From an optimization exercise on the open Yosys and OpenROAD flow, aimed at small area, a short achievable clock period and few clock cycles per item; shortcuts taken in it are not production practice. In this exercise RTL edits were held to simulation tests only and were not proved equivalent to the original. No activity file was given, so power comes from the tool's default toggle rates.

`flow/run.sh`:
```
#!/bin/bash
set -o pipefail
export BUFFER_PORTS_ARGS="-buffer_cell sky130_fd_sc_hd__buf_2"
bash standard.sh SETUP_SLACK_MARGIN=5.8 finish > standard.log 2>&1
```
`standard.sh`:
```
#!/bin/bash
# synth_recipe.tcl (not shown) runs the flow's synth.tcl, then flattens the netlist and writes it again
# the make line also repeats each setting of config.mk as NAME=value (left out here)
make -C /OpenROAD-flow-scripts/flow DESIGN_CONFIG=/design/flow/config.mk WORK_HOME=/design/flow/orfs CLKGATE_MAP_FILE= SYNTH_SCRIPT=/design/flow/synth_recipe.tcl "${@:-finish}"
```
`config.mk`:
```
export PLATFORM = sky130hd
export DESIGN_NAME = ray_grid_stepper
export DESIGN_NICKNAME = ray_grid_stepper
export VERILOG_FILES = /design/flow/design.v
export SDC_FILE = /design/flow/constraint.sdc
export NUM_CORES = 4
export LEC_CHECK = 0
export CAP_MARGIN = 20
export CORE_MARGIN = 2
export CORE_UTILIZATION = 60
export CTS_BUF_LIST = sky130_fd_sc_hd__clkbuf_8
export PLACE_DENSITY = 0.7
export SLEW_MARGIN = 20
export SYNTH_HIERARCHICAL = 1
export SYNTH_MINIMUM_KEEP_SIZE = 0
```
`constraint.sdc`:
```
create_clock -name core_clock -period 11.0 [get_ports {clock}]
set_input_delay 2.2000 -clock core_clock [delete_from_list [all_inputs] [get_ports {clock}]]
set_output_delay 2.2000 -clock core_clock [all_outputs]
set_load 0.01 [all_outputs]
```
`design.v`:
```
module ray_grid_stepper #(
    parameter int COORD_W   = 13,
    parameter int CELL_LOG2 = 6,
    parameter int GRID_LOG2 = 6,
    parameter int FRAC_W    = 8,
    parameter int MAX_STEPS = 64,
    parameter int RAM_LAT   = 1
) (
    input  logic                       clock,
    input  logic                       resetn,
    input  logic                       start,
    input  logic                       mode,
    input  logic                       dir_neg,
    input  logic [COORD_W-1:0]         player_x,
    input  logic [COORD_W-1:0]         player_y,
    input  logic [COORD_W+FRAC_W-1:0]  slope,
    output logic                       busy,
    output logic                       done,
    output logic                       hit,
    output logic                       out_of_bounds,
    output logic                       step_limit,
    output logic [COORD_W-1:0]         hit_x,
    output logic [COORD_W-1:0]         hit_y,
    output logic [7:0]                 steps,
    output logic                       grid_rd_en,
    output logic [2*GRID_LOG2-1:0]     grid_addr,
    input  logic                       grid_data
);
    localparam int TW = 22;
    logic                  busy_r, done_r, hit_r;
    logic                  mode_r, dn_r;
    logic [14:0]           t_r;         
    logic [6:0]            th_r;        
    logic signed [7:0]     cp_r;        
    logic [6:0]            cnt_r;       
    logic                  cin_r;       
    logic signed [TW-1:0]  add_r;       
    logic [20:0]           slope_x;     
    logic signed [12:0]    p_in, s_in;
    logic                  ndn;
    logic [27:0]           vs, vc;
    logic [6:0]            low_sum;
    always_comb begin
        p_in    = mode ? player_x : player_y;
        s_in    = mode ? player_y : player_x;
        ndn     = !dir_neg;
        low_sum = {1'b0, vs[5:0]} + {1'b0, vc[5:0]};
    end
    logic [3:0]            bone_x, btwo_x, bneg_x, bone_y, btwo_y, bneg_y;
    logic [6:0]            rbx, rby;
    always_comb begin
        rbx = {player_x[5:0], 1'b0};
        rby = {player_y[5:0], 1'b0};
        for (int j = 0; j < 3; j++) begin
            bone_x[j] = rbx[2*j+1] ^ rbx[2*j];
            btwo_x[j] = (rbx[2*j+2] ^ rbx[2*j+1]) && !(rbx[2*j+1] ^ rbx[2*j]);
            bneg_x[j] = !rbx[2*j+2];
            bone_y[j] = rby[2*j+1] ^ rby[2*j];
            btwo_y[j] = (rby[2*j+2] ^ rby[2*j+1]) && !(rby[2*j+1] ^ rby[2*j]);
            bneg_y[j] = !rby[2*j+2];
        end
        bone_x[3] = ndn ^ player_x[5];
        btwo_x[3] = 1'b0;
        bneg_x[3] = player_x[5];
        bone_y[3] = ndn ^ player_y[5];
        btwo_y[3] = 1'b0;
        bneg_y[3] = player_y[5];
    end
    logic [3:0]            bone_a, btwo_a, bneg_a, bone_b, btwo_b, bneg_b;
    rgs_sel4 sel_one_a (.s(mode), .a(bone_x), .b(bone_y), .y(bone_a));
    rgs_sel4 sel_two_a (.s(mode), .a(btwo_x), .b(btwo_y), .y(btwo_a));
    rgs_sel4 sel_neg_a (.s(mode), .a(bneg_x), .b(bneg_y), .y(bneg_a));
    rgs_sel4 sel_one_b (.s(mode), .a(bone_x), .b(bone_y), .y(bone_b));
    rgs_sel4 sel_two_b (.s(mode), .a(btwo_x), .b(btwo_y), .y(btwo_b));
    rgs_sel4 sel_neg_b (.s(mode), .a(bneg_x), .b(bneg_y), .y(bneg_b));
    logic cs1, cs2, cs3, cs4, cs5, cs6, cs7, cs8, cs9, cs10, cs11, cs12, cs13, cs14, cs15, cs16, cs17, cs18, cs19, cs20, cs21, cs22, cs23, cs24, cs25, cs26, cs27, cs28, cs29, cs30, cs31, cs32, cs33, cs34, cs35, cs36, cs37, cs38, cs39, cs40, cs41, cs42, cs43, cs44, cs45, cs46, cs47, cs48, cs49, cs50, cs51, cs52, cs53, cs54, cs55, cs56, cs57, cs58, cs59, cs60, cs61, cs62, cs63, cs64, cs65, cs66, cs67, cs68, cs69, cs70, cs71, cs72, cs73, cs74, cs75, cs76, cs77, cs78, cs79, cs80, cs81, cs82, cs83, cs84, cs85, cs86, cs87, cs88, cs89, cs90, cs91, cs92, cs93, cs94, cs95, cs96, cs97, cs98, cs99, cs100, cs101, cs102, cs103, cs104, cs105, cs106, cs107, cs108, cs109, cs110, cs111, cs112, cs113, cs114, cs115, cs116, cs117, cs118, cs119, cs120, cs121, cs122, cs123, cs124, cs125, cs126;
    rgs_ha ha_cs1 (.a(bneg_a[3]), .b(((bone_a[3] & slope[0]) ^ bneg_a[3])), .s(cs1), .co(cs2));
    rgs_ha ha_cs3 (.a(((bone_a[3] & slope[1]) ^ bneg_a[3])), .b((((bone_a[0] & slope[7]) | (btwo_a[0] & slope[6])) ^ bneg_a[0])), .s(cs3), .co(cs4));
    rgs_fa fa_cs5 (.a(s_in[0]), .b(((bone_a[3] & slope[2]) ^ bneg_a[3])), .c((((bone_a[0] & slope[8]) | (btwo_a[0] & slope[7])) ^ bneg_a[0])), .s(cs5), .co(cs6));
    rgs_fa fa_cs7 (.a(s_in[1]), .b(((bone_a[3] & slope[3]) ^ bneg_a[3])), .c((((bone_a[0] & slope[9]) | (btwo_a[0] & slope[8])) ^ bneg_a[0])), .s(cs7), .co(cs8));
    rgs_fa fa_cs9 (.a(s_in[2]), .b(((bone_a[3] & slope[4]) ^ bneg_a[3])), .c((((bone_a[0] & slope[10]) | (btwo_a[0] & slope[9])) ^ bneg_a[0])), .s(cs9), .co(cs10));
    rgs_fa fa_cs11 (.a(s_in[3]), .b(((bone_a[3] & slope[5]) ^ bneg_a[3])), .c((((bone_b[0] & slope[11]) | (btwo_b[0] & slope[10])) ^ bneg_b[0])), .s(cs11), .co(cs12));
    rgs_fa fa_cs13 (.a(s_in[4]), .b(((bone_a[3] & slope[6]) ^ bneg_a[3])), .c((((bone_b[0] & slope[12]) | (btwo_b[0] & slope[11])) ^ bneg_b[0])), .s(cs13), .co(cs14));
    rgs_fa fa_cs15 (.a(s_in[5]), .b(((bone_a[3] & slope[7]) ^ bneg_a[3])), .c((((bone_b[0] & slope[13]) | (btwo_b[0] & slope[12])) ^ bneg_b[0])), .s(cs15), .co(cs16));
    rgs_fa fa_cs17 (.a(s_in[6]), .b(((bone_a[3] & slope[8]) ^ bneg_a[3])), .c((((bone_b[0] & slope[14]) | (btwo_b[0] & slope[13])) ^ bneg_b[0])), .s(cs17), .co(cs18));
    rgs_fa fa_cs19 (.a(s_in[7]), .b(((bone_a[3] & slope[9]) ^ bneg_a[3])), .c((((bone_b[0] & slope[15]) | (btwo_b[0] & slope[14])) ^ bneg_b[0])), .s(cs19), .co(cs20));
    rgs_fa fa_cs21 (.a(s_in[8]), .b(((bone_a[3] & slope[10]) ^ bneg_a[3])), .c((((bone_b[0] & slope[16]) | (btwo_b[0] & slope[15])) ^ bneg_b[0])), .s(cs21), .co(cs22));
    rgs_fa fa_cs23 (.a(s_in[9]), .b(((bone_b[3] & slope[11]) ^ bneg_b[3])), .c((((bone_b[0] & slope[17]) | (btwo_b[0] & slope[16])) ^ bneg_b[0])), .s(cs23), .co(cs24));
    rgs_fa fa_cs25 (.a(s_in[10]), .b(((bone_b[3] & slope[12]) ^ bneg_b[3])), .c((((bone_b[0] & slope[18]) | (btwo_b[0] & slope[17])) ^ bneg_b[0])), .s(cs25), .co(cs26));
    rgs_fa fa_cs27 (.a(s_in[11]), .b(((bone_b[3] & slope[13]) ^ bneg_b[3])), .c((((bone_b[0] & slope[19]) | (btwo_b[0] & slope[18])) ^ bneg_b[0])), .s(cs27), .co(cs28));
    assign cs29 = 1'b1 ^ ~s_in[12] ^ ((bone_b[3] & slope[14]) ^ bneg_b[3]);
    assign cs30 = (1'b1 & ~s_in[12]) | (1'b1 & ((bone_b[3] & slope[14]) ^ bneg_b[3])) | (~s_in[12] & ((bone_b[3] & slope[14]) ^ bneg_b[3]));
    rgs_ha ha_cs31 (.a((((bone_b[0] & slope[20]) | (btwo_b[0] & slope[19])) ^ bneg_b[0])), .b((((bone_b[1] & slope[18]) | (btwo_b[1] & slope[17])) ^ bneg_b[1])), .s(cs31), .co(cs32));
    rgs_fa fa_cs33 (.a(((bone_b[3] & slope[15]) ^ bneg_b[3])), .b(~(((bone_b[0] & slope[20]) | (btwo_b[0] & slope[20])) ^ bneg_b[0])), .c((((bone_b[1] & slope[19]) | (btwo_b[1] & slope[18])) ^ bneg_b[1])), .s(cs33), .co(cs34));
    assign cs35 = 1'b1 ^ ((bone_b[3] & slope[16]) ^ bneg_b[3]);
    assign cs36 = 1'b1 & ((bone_b[3] & slope[16]) ^ bneg_b[3]);
    rgs_ha ha_cs37 (.a(bneg_a[2]), .b((((bone_a[0] & slope[4]) | (btwo_a[0] & slope[3])) ^ bneg_a[0])), .s(cs37), .co(cs38));
    rgs_ha ha_cs39 (.a((((bone_a[0] & slope[5]) | (btwo_a[0] & slope[4])) ^ bneg_a[0])), .b((((bone_a[1] & slope[3]) | (btwo_a[1] & slope[2])) ^ bneg_a[1])), .s(cs39), .co(cs40));
    rgs_fa fa_cs41 (.a((((bone_a[0] & slope[6]) | (btwo_a[0] & slope[5])) ^ bneg_a[0])), .b((((bone_a[1] & slope[4]) | (btwo_a[1] & slope[3])) ^ bneg_a[1])), .c((((bone_a[2] & slope[2]) | (btwo_a[2] & slope[1])) ^ bneg_a[2])), .s(cs41), .co(cs42));
    rgs_fa fa_cs43 (.a((((bone_a[1] & slope[5]) | (btwo_a[1] & slope[4])) ^ bneg_a[1])), .b((((bone_a[2] & slope[3]) | (btwo_a[2] & slope[2])) ^ bneg_a[2])), .c(cs2), .s(cs43), .co(cs44));
    rgs_fa fa_cs45 (.a((((bone_a[1] & slope[6]) | (btwo_a[1] & slope[5])) ^ bneg_a[1])), .b((((bone_a[2] & slope[4]) | (btwo_a[2] & slope[3])) ^ bneg_a[2])), .c(cs4), .s(cs45), .co(cs46));
    rgs_fa fa_cs47 (.a((((bone_a[1] & slope[7]) | (btwo_a[1] & slope[6])) ^ bneg_a[1])), .b((((bone_a[2] & slope[5]) | (btwo_a[2] & slope[4])) ^ bneg_a[2])), .c(cs6), .s(cs47), .co(cs48));
    rgs_fa fa_cs49 (.a((((bone_a[1] & slope[8]) | (btwo_a[1] & slope[7])) ^ bneg_a[1])), .b((((bone_a[2] & slope[6]) | (btwo_a[2] & slope[5])) ^ bneg_a[2])), .c(cs8), .s(cs49), .co(cs50));
    rgs_fa fa_cs51 (.a((((bone_a[1] & slope[9]) | (btwo_a[1] & slope[8])) ^ bneg_a[1])), .b((((bone_a[2] & slope[7]) | (btwo_a[2] & slope[6])) ^ bneg_a[2])), .c(cs10), .s(cs51), .co(cs52));
    rgs_fa fa_cs53 (.a((((bone_a[1] & slope[10]) | (btwo_a[1] & slope[9])) ^ bneg_a[1])), .b((((bone_a[2] & slope[8]) | (btwo_a[2] & slope[7])) ^ bneg_a[2])), .c(cs12), .s(cs53), .co(cs54));
    rgs_fa fa_cs55 (.a((((bone_b[1] & slope[11]) | (btwo_b[1] & slope[10])) ^ bneg_b[1])), .b((((bone_a[2] & slope[9]) | (btwo_a[2] & slope[8])) ^ bneg_a[2])), .c(cs14), .s(cs55), .co(cs56));
    rgs_fa fa_cs57 (.a((((bone_b[1] & slope[12]) | (btwo_b[1] & slope[11])) ^ bneg_b[1])), .b((((bone_a[2] & slope[10]) | (btwo_a[2] & slope[9])) ^ bneg_a[2])), .c(cs16), .s(cs57), .co(cs58));
    rgs_fa fa_cs59 (.a((((bone_b[1] & slope[13]) | (btwo_b[1] & slope[12])) ^ bneg_b[1])), .b((((bone_b[2] & slope[11]) | (btwo_b[2] & slope[10])) ^ bneg_b[2])), .c(cs18), .s(cs59), .co(cs60));
    rgs_fa fa_cs61 (.a((((bone_b[1] & slope[14]) | (btwo_b[1] & slope[13])) ^ bneg_b[1])), .b((((bone_b[2] & slope[12]) | (btwo_b[2] & slope[11])) ^ bneg_b[2])), .c(cs20), .s(cs61), .co(cs62));
    rgs_fa fa_cs63 (.a((((bone_b[1] & slope[15]) | (btwo_b[1] & slope[14])) ^ bneg_b[1])), .b((((bone_b[2] & slope[13]) | (btwo_b[2] & slope[12])) ^ bneg_b[2])), .c(cs22), .s(cs63), .co(cs64));
    rgs_fa fa_cs65 (.a((((bone_b[1] & slope[16]) | (btwo_b[1] & slope[15])) ^ bneg_b[1])), .b((((bone_b[2] & slope[14]) | (btwo_b[2] & slope[13])) ^ bneg_b[2])), .c(cs24), .s(cs65), .co(cs66));
    rgs_fa fa_cs67 (.a((((bone_b[1] & slope[17]) | (btwo_b[1] & slope[16])) ^ bneg_b[1])), .b((((bone_b[2] & slope[15]) | (btwo_b[2] & slope[14])) ^ bneg_b[2])), .c(cs26), .s(cs67), .co(cs68));
    rgs_fa fa_cs69 (.a((((bone_b[2] & slope[16]) | (btwo_b[2] & slope[15])) ^ bneg_b[2])), .b(cs29), .c(cs31), .s(cs69), .co(cs70));
    rgs_fa fa_cs71 (.a((((bone_b[2] & slope[17]) | (btwo_b[2] & slope[16])) ^ bneg_b[2])), .b(cs30), .c(cs32), .s(cs71), .co(cs72));
    rgs_fa fa_cs73 (.a((((bone_b[1] & slope[20]) | (btwo_b[1] & slope[19])) ^ bneg_b[1])), .b((((bone_b[2] & slope[18]) | (btwo_b[2] & slope[17])) ^ bneg_b[2])), .c(cs35), .s(cs73), .co(cs74));
    rgs_fa fa_cs75 (.a(((bone_b[3] & slope[17]) ^ bneg_b[3])), .b(~(((bone_b[1] & slope[20]) | (btwo_b[1] & slope[20])) ^ bneg_b[1])), .c((((bone_b[2] & slope[19]) | (btwo_b[2] & slope[18])) ^ bneg_b[2])), .s(cs75), .co(cs76));
    assign cs77 = 1'b1 ^ ((bone_b[3] & slope[18]) ^ bneg_b[3]);
    assign cs78 = 1'b1 & ((bone_b[3] & slope[18]) ^ bneg_b[3]);
    rgs_ha ha_cs79 (.a(bneg_a[1]), .b((((bone_a[0] & slope[2]) | (btwo_a[0] & slope[1])) ^ bneg_a[0])), .s(cs79), .co(cs80));
    rgs_ha ha_cs81 (.a((((bone_a[0] & slope[3]) | (btwo_a[0] & slope[2])) ^ bneg_a[0])), .b((((bone_a[1] & slope[1]) | (btwo_a[1] & slope[0])) ^ bneg_a[1])), .s(cs81), .co(cs82));
    rgs_fa fa_cs83 (.a((((bone_a[1] & slope[2]) | (btwo_a[1] & slope[1])) ^ bneg_a[1])), .b((((bone_a[2] & slope[0]) | (btwo_a[2] & 1'b0)) ^ bneg_a[2])), .c(cs37), .s(cs83), .co(cs84));
    rgs_fa fa_cs85 (.a((((bone_a[2] & slope[1]) | (btwo_a[2] & slope[0])) ^ bneg_a[2])), .b(cs38), .c(cs39), .s(cs85), .co(cs86));
    rgs_fa fa_cs87 (.a(cs1), .b(cs40), .c(cs41), .s(cs87), .co(cs88));
    rgs_fa fa_cs89 (.a(cs3), .b(cs42), .c(cs43), .s(cs89), .co(cs90));
    rgs_fa fa_cs91 (.a(cs5), .b(cs44), .c(cs45), .s(cs91), .co(cs92));
    rgs_fa fa_cs93 (.a(cs7), .b(cs46), .c(cs47), .s(cs93), .co(cs94));
    rgs_fa fa_cs95 (.a(cs9), .b(cs48), .c(cs49), .s(cs95), .co(cs96));
    rgs_fa fa_cs97 (.a(cs11), .b(cs50), .c(cs51), .s(cs97), .co(cs98));
    rgs_fa fa_cs99 (.a(cs13), .b(cs52), .c(cs53), .s(cs99), .co(cs100));
    rgs_fa fa_cs101 (.a(cs15), .b(cs54), .c(cs55), .s(cs101), .co(cs102));
    rgs_fa fa_cs103 (.a(cs17), .b(cs56), .c(cs57), .s(cs103), .co(cs104));
    rgs_fa fa_cs105 (.a(cs19), .b(cs58), .c(cs59), .s(cs105), .co(cs106));
    rgs_fa fa_cs107 (.a(cs21), .b(cs60), .c(cs61), .s(cs107), .co(cs108));
    rgs_fa fa_cs109 (.a(cs23), .b(cs62), .c(cs63), .s(cs109), .co(cs110));
    rgs_fa fa_cs111 (.a(cs25), .b(cs64), .c(cs65), .s(cs111), .co(cs112));
    rgs_fa fa_cs113 (.a(cs27), .b(cs66), .c(cs67), .s(cs113), .co(cs114));
    rgs_fa fa_cs115 (.a(cs28), .b(cs69), .c(cs68), .s(cs115), .co(cs116));
    rgs_fa fa_cs117 (.a(cs33), .b(cs70), .c(cs71), .s(cs117), .co(cs118));
    rgs_fa fa_cs119 (.a(cs34), .b(cs73), .c(cs72), .s(cs119), .co(cs120));
    rgs_fa fa_cs121 (.a(cs36), .b(cs75), .c(cs74), .s(cs121), .co(cs122));
    rgs_fa fa_cs123 (.a((((bone_b[2] & slope[20]) | (btwo_b[2] & slope[19])) ^ bneg_b[2])), .b(cs77), .c(cs76), .s(cs123), .co(cs124));
    rgs_fa fa_cs125 (.a(((bone_b[3] & slope[19]) ^ bneg_b[3])), .b(~(((bone_b[2] & slope[20]) | (btwo_b[2] & slope[20])) ^ bneg_b[2])), .c(cs78), .s(cs125), .co(cs126));
    assign vs[0] = bneg_a[0];
    assign vs[1] = (((bone_a[0] & slope[1]) | (btwo_a[0] & slope[0])) ^ bneg_a[0]);
    assign vs[2] = cs79;
    assign vs[3] = cs80;
    assign vs[4] = cs82;
    assign vs[5] = cs84;
    assign vs[6] = cs86;
    assign vs[7] = cs88;
    assign vs[8] = cs90;
    assign vs[9] = cs92;
    assign vs[10] = cs94;
    assign vs[11] = cs96;
    assign vs[12] = cs98;
    assign vs[13] = cs100;
    assign vs[14] = cs102;
    assign vs[15] = cs104;
    assign vs[16] = cs106;
    assign vs[17] = cs108;
    assign vs[18] = cs110;
    assign vs[19] = cs112;
    assign vs[20] = cs114;
    assign vs[21] = cs116;
    assign vs[22] = cs118;
    assign vs[23] = cs120;
    assign vs[24] = cs122;
    assign vs[25] = cs124;
    assign vs[26] = cs126;
    assign vs[27] = 1'b1;
    assign vc[0] = (((bone_a[0] & slope[0]) | (btwo_a[0] & 1'b0)) ^ bneg_a[0]);
    assign vc[1] = 1'b0;
    assign vc[2] = (((bone_a[1] & slope[0]) | (btwo_a[1] & 1'b0)) ^ bneg_a[1]);
    assign vc[3] = cs81;
    assign vc[4] = cs83;
    assign vc[5] = cs85;
    assign vc[6] = cs87;
    assign vc[7] = cs89;
    assign vc[8] = cs91;
    assign vc[9] = cs93;
    assign vc[10] = cs95;
    assign vc[11] = cs97;
    assign vc[12] = cs99;
    assign vc[13] = cs101;
    assign vc[14] = cs103;
    assign vc[15] = cs105;
    assign vc[16] = cs107;
    assign vc[17] = cs109;
    assign vc[18] = cs111;
    assign vc[19] = cs113;
    assign vc[20] = cs115;
    assign vc[21] = cs117;
    assign vc[22] = cs119;
    assign vc[23] = cs121;
    assign vc[24] = cs123;
    assign vc[25] = cs125;
    assign vc[26] = ~((bone_b[3] & slope[20]) ^ bneg_b[3]);
    assign vc[27] = 1'b0;
    logic                  first;
    logic [14:0]           sum_lo;
    logic [7:0]            a_hi, b_hi;
    logic ag1, ag2, ag3, ag4, ag5, ag6, ag7, ag8, ag9, ag10, ag11, ag12, ag13, ag14, ap1, ap2, ap3, ap4, ap5, ap6, ap7, ap8, ap9, ap10, ap11, ap12, ap13, ap14, pg0_1, pg0_3, pp0_3, pg0_5, pp0_5, pg0_7, pp0_7, pg0_9, pp0_9, pg0_11, pp0_11, pg0_13, pp0_13, pg1_2, pg1_3, pg1_6, pp1_6, pg1_7, pp1_7, pg1_10, pp1_10, pg1_11, pp1_11, pg1_14, pp1_14, pg2_4, pg2_5, pg2_6, pg2_7, pg2_12, pp2_12, pg2_13, pp2_13, pg2_14, pp2_14, pg3_8, pg3_9, pg3_10, pg3_11, pg3_12, pg3_13, pg3_14;
    assign ag1 = t_r[0] & add_r[0];
    assign ap1 = t_r[0] ^ add_r[0];
    assign ag2 = t_r[1] & add_r[1];
    assign ap2 = t_r[1] ^ add_r[1];
    assign ag3 = t_r[2] & add_r[2];
    assign ap3 = t_r[2] ^ add_r[2];
    assign ag4 = t_r[3] & add_r[3];
    assign ap4 = t_r[3] ^ add_r[3];
    assign ag5 = t_r[4] & add_r[4];
    assign ap5 = t_r[4] ^ add_r[4];
    assign ag6 = t_r[5] & add_r[5];
    assign ap6 = t_r[5] ^ add_r[5];
    assign ag7 = t_r[6] & add_r[6];
    assign ap7 = t_r[6] ^ add_r[6];
    assign ag8 = t_r[7] & add_r[7];
    assign ap8 = t_r[7] ^ add_r[7];
    assign ag9 = t_r[8] & add_r[8];
    assign ap9 = t_r[8] ^ add_r[8];
    assign ag10 = t_r[9] & add_r[9];
    assign ap10 = t_r[9] ^ add_r[9];
    assign ag11 = t_r[10] & add_r[10];
    assign ap11 = t_r[10] ^ add_r[10];
    assign ag12 = t_r[11] & add_r[11];
    assign ap12 = t_r[11] ^ add_r[11];
    assign ag13 = t_r[12] & add_r[12];
    assign ap13 = t_r[12] ^ add_r[12];
    assign ag14 = t_r[13] & add_r[13];
    assign ap14 = t_r[13] ^ add_r[13];
    rgs_g pg0_1_c (.gh(ag1), .ph(ap1), .gl(cin_r), .g(pg0_1));
    rgs_gp pg0_3_c (.gh(ag3), .ph(ap3), .gl(ag2), .pl(ap2), .g(pg0_3), .p(pp0_3));
    rgs_gp pg0_5_c (.gh(ag5), .ph(ap5), .gl(ag4), .pl(ap4), .g(pg0_5), .p(pp0_5));
    rgs_gp pg0_7_c (.gh(ag7), .ph(ap7), .gl(ag6), .pl(ap6), .g(pg0_7), .p(pp0_7));
    rgs_gp pg0_9_c (.gh(ag9), .ph(ap9), .gl(ag8), .pl(ap8), .g(pg0_9), .p(pp0_9));
    rgs_gp pg0_11_c (.gh(ag11), .ph(ap11), .gl(ag10), .pl(ap10), .g(pg0_11), .p(pp0_11));
    rgs_gp pg0_13_c (.gh(ag13), .ph(ap13), .gl(ag12), .pl(ap12), .g(pg0_13), .p(pp0_13));
    rgs_g pg1_2_c (.gh(ag2), .ph(ap2), .gl(pg0_1), .g(pg1_2));
    rgs_g pg1_3_c (.gh(pg0_3), .ph(pp0_3), .gl(pg0_1), .g(pg1_3));
    rgs_gp pg1_6_c (.gh(ag6), .ph(ap6), .gl(pg0_5), .pl(pp0_5), .g(pg1_6), .p(pp1_6));
    rgs_gp pg1_7_c (.gh(pg0_7), .ph(pp0_7), .gl(pg0_5), .pl(pp0_5), .g(pg1_7), .p(pp1_7));
    rgs_gp pg1_10_c (.gh(ag10), .ph(ap10), .gl(pg0_9), .pl(pp0_9), .g(pg1_10), .p(pp1_10));
    rgs_gp pg1_11_c (.gh(pg0_11), .ph(pp0_11), .gl(pg0_9), .pl(pp0_9), .g(pg1_11), .p(pp1_11));
    rgs_gp pg1_14_c (.gh(ag14), .ph(ap14), .gl(pg0_13), .pl(pp0_13), .g(pg1_14), .p(pp1_14));
    rgs_g pg2_4_c (.gh(ag4), .ph(ap4), .gl(pg1_3), .g(pg2_4));
    rgs_g pg2_5_c (.gh(pg0_5), .ph(pp0_5), .gl(pg1_3), .g(pg2_5));
    rgs_g pg2_6_c (.gh(pg1_6), .ph(pp1_6), .gl(pg1_3), .g(pg2_6));
    rgs_g pg2_7_c (.gh(pg1_7), .ph(pp1_7), .gl(pg1_3), .g(pg2_7));
    rgs_gp pg2_12_c (.gh(ag12), .ph(ap12), .gl(pg1_11), .pl(pp1_11), .g(pg2_12), .p(pp2_12));
    rgs_gp pg2_13_c (.gh(pg0_13), .ph(pp0_13), .gl(pg1_11), .pl(pp1_11), .g(pg2_13), .p(pp2_13));
    rgs_gp pg2_14_c (.gh(pg1_14), .ph(pp1_14), .gl(pg1_11), .pl(pp1_11), .g(pg2_14), .p(pp2_14));
    rgs_g pg3_8_c (.gh(ag8), .ph(ap8), .gl(pg2_7), .g(pg3_8));
    rgs_g pg3_9_c (.gh(pg0_9), .ph(pp0_9), .gl(pg2_7), .g(pg3_9));
    rgs_g pg3_10_c (.gh(pg1_10), .ph(pp1_10), .gl(pg2_7), .g(pg3_10));
    rgs_g pg3_11_c (.gh(pg1_11), .ph(pp1_11), .gl(pg2_7), .g(pg3_11));
    rgs_g pg3_12_c (.gh(pg2_12), .ph(pp2_12), .gl(pg2_7), .g(pg3_12));
    rgs_g pg3_13_c (.gh(pg2_13), .ph(pp2_13), .gl(pg2_7), .g(pg3_13));
    rgs_g pg3_14_c (.gh(pg2_14), .ph(pp2_14), .gl(pg2_7), .g(pg3_14));
    assign sum_lo[0] = ap1 ^ cin_r;
    assign sum_lo[1] = ap2 ^ pg0_1;
    assign sum_lo[2] = ap3 ^ pg1_2;
    assign sum_lo[3] = ap4 ^ pg1_3;
    assign sum_lo[4] = ap5 ^ pg2_4;
    assign sum_lo[5] = ap6 ^ pg2_5;
    assign sum_lo[6] = ap7 ^ pg2_6;
    assign sum_lo[7] = ap8 ^ pg2_7;
    assign sum_lo[8] = ap9 ^ pg3_8;
    assign sum_lo[9] = ap10 ^ pg3_9;
    assign sum_lo[10] = ap11 ^ pg3_10;
    assign sum_lo[11] = ap12 ^ pg3_11;
    assign sum_lo[12] = ap13 ^ pg3_12;
    assign sum_lo[13] = ap14 ^ pg3_13;
    assign sum_lo[14] = pg3_14;
    logic                  hi_zero;
    logic [14:0]           t_nxt;
    logic signed [7:0]     cp_nxt;
    logic                  nxt_oob, probe_valid, hit_now, finish;
    always_comb begin
        first       = cnt_r[6];
        a_hi        = {th_r, t_r[14]};
        b_hi        = add_r[21:14];
        hi_zero     = ((a_hi[0] ^ b_hi[0]) == sum_lo[14]) && ((a_hi[6:0] | b_hi[6:0]) == (a_hi[7:1] ^ b_hi[7:1]));
        t_nxt       = {a_hi[0] ^ b_hi[0] ^ sum_lo[14], sum_lo[13:0]};
        cp_nxt      = cp_r + (dn_r ? -8'sd1 : 8'sd1);
        nxt_oob     = (cp_nxt[7:6] != 2'b00) || !hi_zero;
        probe_valid = !first;
        hit_now     = probe_valid && grid_data;
        finish      = hit_now || nxt_oob;
    end
    always_ff @(posedge clock) begin
        if (!resetn) begin
            busy_r <= 1'b0;
            done_r <= 1'b0;
        end else if (busy_r) begin
            busy_r <= !finish;
            done_r <= finish;
        end else begin
            busy_r <= start;
            done_r <= 1'b0;
        end
    end
    always_ff @(posedge clock) begin
        hit_r <= hit_now;
        slope_x <= dir_neg ? ~slope : slope;
        th_r    <= busy_r ? 7'd0 : vs[27:21];
        if (!busy_r) begin
            mode_r  <= mode;
            dn_r    <= dir_neg;
            add_r   <= vc[27:6];
            cin_r   <= low_sum[6];
            t_r     <= vs[20:6];
            cp_r    <= {p_in[12], p_in[12:6]};
            cnt_r   <= 7'h7f;
        end else begin
            cnt_r <= cnt_r + 7'd1;
            if (first) begin
                add_r <= {slope_x[20], slope_x};
                cin_r <= dn_r;
            end
            if (!hit_now) begin
                t_r  <= t_nxt;
                cp_r <= cp_nxt;
            end
        end
    end
    logic [6:0] line_idx;
    always_comb begin
        busy          = busy_r;
        done          = done_r;
        hit           = hit_r;
        out_of_bounds = !hit_r;
        step_limit    = 1'b0;
        line_idx      = cp_r[6:0] + {6'd0, dn_r};
        hit_x         = mode_r ? {line_idx, 6'd0} : t_r[14:2];
        hit_y         = mode_r ? t_r[14:2] : {line_idx, 6'd0};
        steps         = {1'b0, cnt_r};
        grid_rd_en    = 1'b1;
        grid_addr     = mode_r ? {t_nxt[13:8], cp_nxt[5:0]} : {cp_nxt[5:0], t_nxt[13:8]};
    end
endmodule
module rgs_fa (
    input  logic a,
    input  logic b,
    input  logic c,
    output logic s,
    output logic co
);
    assign s  = a ^ b ^ c;
    assign co = (a & b) | (a & c) | (b & c);
endmodule
module rgs_ha (
    input  logic a,
    input  logic b,
    output logic s,
    output logic co
);
    assign s  = a ^ b;
    assign co = a & b;
endmodule
module rgs_gp (
    input  logic gh,
    input  logic ph,
    input  logic gl,
    input  logic pl,
    output logic g,
    output logic p
);
    assign g = gh | (ph & gl);
    assign p = ph & pl;
endmodule
module rgs_g (
    input  logic gh,
    input  logic ph,
    input  logic gl,
    output logic g
);
    assign g = gh | (ph & gl);
endmodule
module rgs_sel4 (
    input  logic       s,
    input  logic [3:0] a,
    input  logic [3:0] b,
    output logic [3:0] y
);
    assign y = s ? a : b;
endmodule
```
==> summary.md <==
| Metric | Value |
|---|---|
| Number of fill cells | 1068 |
| Slew @ Worst Pin | 906.8 ps |
| Endpoints failing hold | 0 |
| Hold EP | cnt_r[0] |
| GRT overflow | 0 |
| GP Congestion | 0.8609 |
| WL/cell | 18.27 microns |
| WHS | 422.8 ps |
| Starting Density | 61.34% |
| Row Count | 42 |
| DIE HEIGHT | 120.1 microns |
| Hold Path Origin | cnt_r[0] |
| Cts bufs inserted | 9 |
| Port Buffers | 101 |
| DP Cell Count | 1020 |
| Cell family with the largest share of critical-path delay | adder cells |
| Crit-path max FO | 53 |
| Depth of the CTS H-tree | 3 |
| TritonCTS Sinks | 86 |
| PD cells | 234.1 mW/mm^2 |
| Final period util | 45.78% |
| Overall power | 2.052 mW |
| Tmin final | 5036 ps |
| Skew final | 10.85 ps |
| I/O pins | 105 |
| CTS max path bufs | 2 |
| Element type at the critical path end | flip-flop |
| HP Class | reg -> reg |
| RSZ-0062 raised after global routing | false |
| Mapped Area | 0.008090 sq mm |
| R2R setup slack | 8430 ps |
| Hold Crit Depth | 1 |
| CP bufs+invs | 1 |
| Core area | 0.01319 sq mm |
| Slowest stage delay, CP | 540 ps |
| Die area | 0.01443 sq mm |
| Root Driver | clkbuf_8 |
| Clock Latency Late Sink | 380 ps |
| Worst path slowest cell | fa_1 |
| Max Slew Vio Count | 0 |
| Reg2Reg Capture Point | busy_r |
| R2r startpoint | t_r[2] |
| First-pass GRT wire length | 30630 microns |
| Largest net degree at the start of global routing | 84 |
| Cells after Synth | 806 |
| Die X | 120.1 microns |
| TritonCTS clock tree | yes |
| Reg2reg path depth | 10 |
| Post-route ant nets | 0 |
| Worst path cell trace | buf_4, mux2_2, a22oi_1, xnor2_1, fa_1, fa_1, fa_1, mux2_2 |
| Vias | 5959 |
| Post-DP HPWL | 14080 microns |
| Post-synthesis average cell area | 10.04 sq um |
| DR DRC count | 0 |
| Worst vdd ir | 0.08568 mV |
| Met2 Usage GRT | 43.11% |
| CP Class | in -> reg |
| Hold buffer count at cts | 0 |
| GR Layer Usage met1 | 39.11% |
| Rel. slew slack | 39.55% |
| Antenna diodes | 0 |
| Setup repair bufs after CTS | 0 |
| Vias per Instance | 5.752 |
| CP most frequent cell | fa_1 |
| GR Layer Usage met3 | 4.658% |
| Vias in the first global route | 5878 |
| Total GRT Usage | 27.25% |
| Share of layout cells above drive strength 1 | 21.98% |
| Critical Path Start Type | input port |
| Leak | 3.727 nW |
| Crit path DAT | 5170 ps |
| Max Cap Violations | 0 |
| Finished Layout Cells | 1036 |
| Antenna violations before repair | 0 |
| Initial DRC count | 522 |
| Final setup violation count | 0 |
| Max frequency | 198.6 MHz |
| Area grow syn2layout | 8.320% |
| Routed WL | 18930 microns |
| DRT Pass-1 Iters | 6 |
| Clk pin slew, worst setup/hold paths | 90 ps |
| Ys Warns | 7 |
| Worst path required time | 11140 ps |
| Outcome | complete, no violations |
| Setup TNS Final | 0 ps |
| GRT busiest layer | met2 |
| Nets@finish | 1004 |
## layer usage
layer | vias to the layer above | routed length [microns] | share of wire [%]
met5 | - | 0 | 0
met4 | 0 | 206 | 1.1
met3 | 23 | 1221 | 6.5
met2 | 216 | 8748 | 46
met1 | 2873 | 8748 | 46
li1 | 2847 | - | -
## registers in the layout, indices dropped and copies added, names as in the netlist, 7 cells and up
name     flops
th_r         7
slope_x     21
add_r       22
cp_r         8
cnt_r        7
t_r         15
## placed cells by master (no fill, tap or decap), types with 3 or more instances in the layout
cell type,instances
nor2b_1,21
mux2_2,64
buf_4,4
buf_2,99
xor2_1,44
o21ai_0,21
a22oi_1,59
edfxtp_1,47
a21oi_1,29
nor2_1,34
ha_1,42
conb_1,3
a21o_1,30
dfxtp_1,38
fa_1,54
nor3_1,5
mux2i_1,7
xnor2_1,105
a211oi_1,7
clkbuf_8,11
nand2b_1,3
and2_1,21
nand3_1,4
inv_1,30
and3_1,3
or3_1,6
nand2_1,47
## worst max-delay path by stage
| stage | start | to | depth (start not counted) |
|---|---|---|---|
| after detailed placement | mode | add_r[8] | 8 |
| after floorplan | dir_neg | add_r[10] | 11 |
| after CTS | dir_neg | add_r[5] | 9 |
| after global routing | mode | add_r[8] | 8 |
| final | mode | add_r[8] | 8 |
| after global placement | mode | add_r[8] | 8 |
## cell type report
cell class,instances,area [sq um],share of cell area (%)
Clock buffer,11,151.4,1.728
Multi-Input combinational cell,625,5507,62.84
Clock inverter,5,50.05,0.5711
Inverter,29,108.9,1.242
Timing Repair Buffer,104,533.0,6.082
Tap cell,176,220.2,2.513
Sequential cell,86,2193,25.03
## through the flow
| stage | cell area (sq um) | worst slack (ps) | util, % |
|---|---|---|---|
| 2_1_floorplan | 8099 | 5848 | - |
| 3_3_place_gp | 8554 | 5375 | 64.85 |
| 3_5_place_dp | 8554 | 5303 | 64.85 |
| 4_1_cts | 8758 | 5865 | 66.40 |
| 5_1_grt | 8763 | 5846 | 66.44 |
| 6_report | 8763 | 5964 | 66.44 |
## report_power, final
part / leakage (nW) / switching, mW / internal (mW)
clock: 0.108 / 0.119 / 0.116
combinational: 2.80 / 0.680 / 0.609
sequential: 0.822 / 0.0532 / 0.474
## repair_timing
action | CTS | global route
setup endpoints to repair | 13 | 14
gates resized for setup | 1 | 1
pin swaps | 0 | 0
Testbench counts, summed over its fixed seeds: cycles 12,152, rays 1,536.

==> separate check: timing with driven ports <==
The results above use ideal ports. As a check the final layout listed here was re-extracted and re-timed, cells and wires unchanged. Step 1 sets driving cells, clkbuf_16 on the clock port and buf_2 on the other inputs (assumed; they add their load-dependent delay and slew). Step 2 adds t to the input delays and takes it off the output delays; t is the mean of the earliest and latest rising clock arrival at the registers after step 1. Input paths then give back, and output paths get back, about the clock's delay inside the block. Three values: ideal ports, drivers, drivers and shift; two values: the first two.
shift t [ns]: 0.410
slack for setup (ns): 5.964 / 5.979 / 5.569
slew at the worst register clock pin (ns): 0.09 / 0.09
worst data-port slew with drivers (ns): 0.04
After both steps setup and hold are still met in this run. The setup slack of this run moves by +0.015 ns with the drivers and by -0.395 ns with both steps.
